This design comes from an exercise in tuning for small area, a short achievable clock period and few clock cycles on the open sky130 flow, not from production work. In this exercise RTL edits were held to simulation tests only and were not proved equivalent to the original. Power and IR drop assume default switching activity.

## v41
==> flow/design.v (excerpt) <==
module pe_top
(
  input  logic    CLK,
  input  logic    rst_n,
  input  logic    req_valid,
  output logic    req_ready,
  input  pe_pkg::opnd_t   req_a,
  input  pe_pkg::opnd_t   req_b,
  input  pe_pkg::pe_out_t req_d,
  input  logic    req_propagate,
  input  pe_pkg::shift_t  req_shift,
  output logic    res_valid,
  input  logic    res_ready,
  output pe_pkg::pe_out_t res
);
Size: ~1,200 cells after synthesis, about 130 flip-flops, roughly 0.0096 mm^2 of cells after synthesis.
==> flow/config.mk <==
export PLATFORM = sky130hd
export DESIGN_NAME = pe_top
export DESIGN_NICKNAME = pe_top
export VERILOG_FILES = /design/flow/design.v
export SDC_FILE = /design/flow/constraint.sdc
export NUM_CORES = 4
export LEC_CHECK = 0
export ABC_AREA = 1
export CAP_MARGIN = 20
export CORE_MARGIN = 2
export CORE_UTILIZATION = 60
export CTS_BUF_LIST = sky130_fd_sc_hd__clkbuf_4 sky130_fd_sc_hd__clkbuf_8
export SETUP_SLACK_MARGIN = 3.1
export SLEW_MARGIN = 20
==> flow/constraint.sdc <==
create_clock -name core_clock -period 7.0 [get_ports {CLK}]
set_input_delay 1.4000 -clock core_clock [delete_from_list [all_inputs] [get_ports {CLK}]]
set_output_delay 1.4000 -clock core_clock [all_outputs]
set_load 0.01 [all_outputs]
standard.sh (not shown) runs the stock make flow with config.mk's settings and CLKGATE_MAP_FILE= SYNTH_SCRIPT=/design/flow/synth_recipe.tcl, a recipe that flattens the netlist after the stock synthesis.
==> flow/flow/run.sh <==
#!/bin/bash
# The standard layout (standard.sh) with two changes:
#  - synthesis is the standard flow's synthesis script with ABC's mapping script replaced
#    by flow/abc_map_area.script (area-oriented mapping); registers are the
#    same as the standard synthesis's;
#  - the port buffers are inserted as the smallest buffer cell (the repair
#    steps resize them where timing needs it).
set -euo pipefail
here=$(pwd)
export BUFFER_PORTS_ARGS="-buffer_cell sky130_fd_sc_hd__buf_1"
export MY_ABC_SCRIPT="$here/flow/abc_map_area.script"
bash standard.sh SYNTH_SCRIPT="$here/flow/synth.tcl" finish > standard_flow.log 2>&1
==> flow/flow/abc_map_area.script <==
strash
dch
map -a
topo
stime -c
buffer -c
upsize -c
dnsize -c
==> flow/flow/synth.tcl <==
# The standard flow's synthesis script (synth_recipe.tcl), with ABC's mapping script
# replaced by flow/abc_map_area.script: area-oriented mapping (map -a).
proc synth {args} { yosys synth -nofsm -noshare {*}$args }
proc abc {args} {
  set i [lsearch $args -script]
  if { $i >= 0 && [info exists ::env(MY_ABC_SCRIPT)] } {
    lset args [expr {$i + 1}] $::env(MY_ABC_SCRIPT)
  }
  yosys abc {*}$args
}
source $::env(SCRIPTS_DIR)/synth.tcl
# left out here: clear keep_hierarchy, flatten, clean up, hide names made inside functions, write 1_2_yosys.v
Testbench counts of v41, summed over its fixed seeds: cycles 12,016.
Relative to v41, the following input files were edited for v42:
- CORE_UTILIZATION now 70, was 60
- SETUP_SLACK_MARGIN now 3.5, was 3.1
==> flow/flow/run.sh <==
#!/bin/bash
# The standard layout, with the port buffers inserted as the smallest
# buffer cell (the repair steps resize them where timing needs it).
set -euo pipefail
export BUFFER_PORTS_ARGS="-buffer_cell sky130_fd_sc_hd__buf_1"
bash standard.sh finish > standard_flow.log 2>&1
removed: flow/flow/abc_map_area.script
removed: flow/flow/synth.tcl
Results
Compared with v41, v42 shows power higher by 1.1 mW. v42 against v41: share of synthesized area occupied by flip-flops and latches shows a reduction of 4.1 points, largest net degree at the start of global routing shows an increase of 11, share of power burned in the clock network shows a reduction of 3.6 points, final area shows an increase of 0.0013 mm^2.
Changes in v52 relative to v42:
- CORE_UTILIZATION: 70 -> 60
- SETUP_SLACK_MARGIN: 3.5 -> 2.9
==> flow/flow/run.sh <==
#!/bin/bash
# The standard layout (standard.sh) with two changes:
#  - synthesis is the standard flow's synthesis script with ABC's mapping script replaced
#    by flow/abc_map_area.script (area-oriented mapping); registers are the
#    same as the standard synthesis's;
#  - the port buffers are inserted as the smallest buffer cell (the repair
#    steps resize them where timing needs it).
set -euo pipefail
here=$(pwd)
export BUFFER_PORTS_ARGS="-buffer_cell sky130_fd_sc_hd__buf_1"
export MY_ABC_SCRIPT="$here/flow/abc_map_area.script"
bash standard.sh SYNTH_SCRIPT="$here/flow/synth.tcl" finish > standard_flow.log 2>&1
==> flow/flow/abc_map_area.script (new file) <==
strash
dch
map -a
topo
stime -c
buffer -c
upsize -c
dnsize -c
==> flow/flow/synth.tcl (new file) <==
# The standard flow's synthesis script (synth_recipe.tcl), with ABC's mapping script
# replaced by flow/abc_map_area.script: area-oriented mapping (map -a).
proc synth {args} { yosys synth -nofsm -noshare {*}$args }
proc abc {args} {
  set i [lsearch $args -script]
  if { $i >= 0 && [info exists ::env(MY_ABC_SCRIPT)] } {
    lset args [expr {$i + 1}] $::env(MY_ABC_SCRIPT)
  }
  yosys abc {*}$args
}
source $::env(SCRIPTS_DIR)/synth.tcl
# left out here: clear keep_hierarchy, flatten, clean up, hide names made inside functions, write 1_2_yosys.v
--- outcome ---
Placeable core region in v52 is about 4.5% above v42. Where die area is concerned, v42 is better than v52. Sort v52 and v42 by net switching power desc -> top: v42. v52 gives less fraction of layout cells with a size suffix above 1 than v42 did. Of v52 and v42, it is v52 that has the higher synthesized area per cell. v52 against v42: detailed-routing wirelength on met1 went down 6.4%, total power divided by cell area now smaller, number of buffers outside the clock class in the layout decreased 9, sum of net half-perimeters after detailed placement down about 15%.
> inputs changed (v52 -> v31)
- SETUP_SLACK_MARGIN now 3.5, was 2.9
==> flow/flow/run.sh <==
#!/bin/bash
# The standard layout, with the port buffers inserted as the smallest
# buffer cell (the repair steps resize them where timing needs it).
set -euo pipefail
export BUFFER_PORTS_ARGS="-buffer_cell sky130_fd_sc_hd__buf_1"
bash standard.sh finish > standard_flow.log 2>&1
removed: flow/flow/abc_map_area.script
removed: flow/flow/synth.tcl
[summary]
Cells: v31 has more instances than v52. Re delay of the slowest cell on the worst path: v52 and v31 aren't equal, and the lower value belongs to v52. v52 -> v31: placed cell count increased by more than 10%. Sort v52 and v31 by area after synthesis asc -> top: v52. v31 vs. v52: fraction of area in multi-input gates shows an increase of 3.4 points; routed length on met2 went up 3100 um; total power rose by 19%; fraction of power spent switching nets grew by 2.7 points; timing-limited maximum frequency moved up.
The following lists how v54 was set up differently from v31:
- SETUP_SLACK_MARGIN: 3.5 -> 3.3
==> flow/flow/run.sh <==
#!/bin/bash
# The standard layout (standard.sh) with two changes:
#  - synthesis is the standard flow's synthesis script with ABC's mapping script replaced
#    by flow/abc_map_area.script (area-oriented mapping); registers are the
#    same as the standard synthesis's;
#  - the port buffers are inserted as the smallest buffer cell (the repair
#    steps resize them where timing needs it).
set -euo pipefail
here=$(pwd)
export BUFFER_PORTS_ARGS="-buffer_cell sky130_fd_sc_hd__buf_1"
export MY_ABC_SCRIPT="$here/flow/abc_map_area.script"
bash standard.sh SYNTH_SCRIPT="$here/flow/synth.tcl" finish > standard_flow.log 2>&1
==> flow/flow/abc_map_area.script (new file) <==
strash
dch
map -a
topo
stime -c
buffer -c
upsize -c
dnsize -c
==> flow/flow/synth.tcl (new file) <==
# The standard flow's synthesis script (synth_recipe.tcl), with ABC's mapping script
# replaced by flow/abc_map_area.script: area-oriented mapping (map -a).
proc synth {args} { yosys synth -nofsm -noshare {*}$args }
proc abc {args} {
  set i [lsearch $args -script]
  if { $i >= 0 && [info exists ::env(MY_ABC_SCRIPT)] } {
    lset args [expr {$i + 1}] $::env(MY_ABC_SCRIPT)
  }
  yosys abc {*}$args
}
source $::env(SCRIPTS_DIR)/synth.tcl
# left out here: clear keep_hierarchy, flatten, clean up, hide names made inside functions, write 1_2_yosys.v
v54: flow completed, timing, DRC and antenna clean
When the final numbers for v31 and v54 were put side by side, the die span in y turned out to be smaller in v54.
For cell area after synthesis, dividing the value from v31 by the value from v54 gives 1.12.
Cmp v54 vs v31: final design area excluding fillers lower in v54
Number of cells on the critical path was lower in the run labelled v31.
The final reports for v54 and v31 show final cell count without fillers lower in the former.
v54 ended up with a lower part of the power in combinational logic than v31 did.
Per the comparison of v54 with v31, post-detailed-placement cell area moved down, final worst-path setup slack moved down.
Against v31 as the reference, v54 delivers a higher data arrival time of the critical path.
When the final numbers for v31 and v54 were put side by side, the detail-routed net length per standard cell turned out to be greater in v54.

[what the ideal ports hide]
How much do the figures lean on ideal ports? The routed layouts below were timed once more, with nothing changed but the port constraints. Step 1 assumes that a clkbuf_16 drives the clock port and a buf_2 every other input. Step 2 also shifts input and output timing later by t, the mid clock arrival at the registers, as if the neighbouring blocks saw the same clock. Three values: ideal, step 1, step 2; two values: the first two.
run	t, ns	setup WS [ns]	latest minus earliest clock arrival (ns)
v41	0.505	3.216 / 3.216 / 2.853	0.023 / 0.022
v42	0.484	3.322 / 3.322 / 3.054	0.016 / 0.016
v52	0.494	3.158 / 3.158 / 2.807	0.020 / 0.020
v31	0.508	3.546 / 3.565 / 3.057	0.017 / 0.017
v54	0.502	3.304 / 3.304 / 2.911	0.022 / 0.021
After both steps setup and hold are still met in every run listed. The setup slack of v31, which loses most, moves by +0.019 ns with the drivers and by -0.489 ns with both steps.
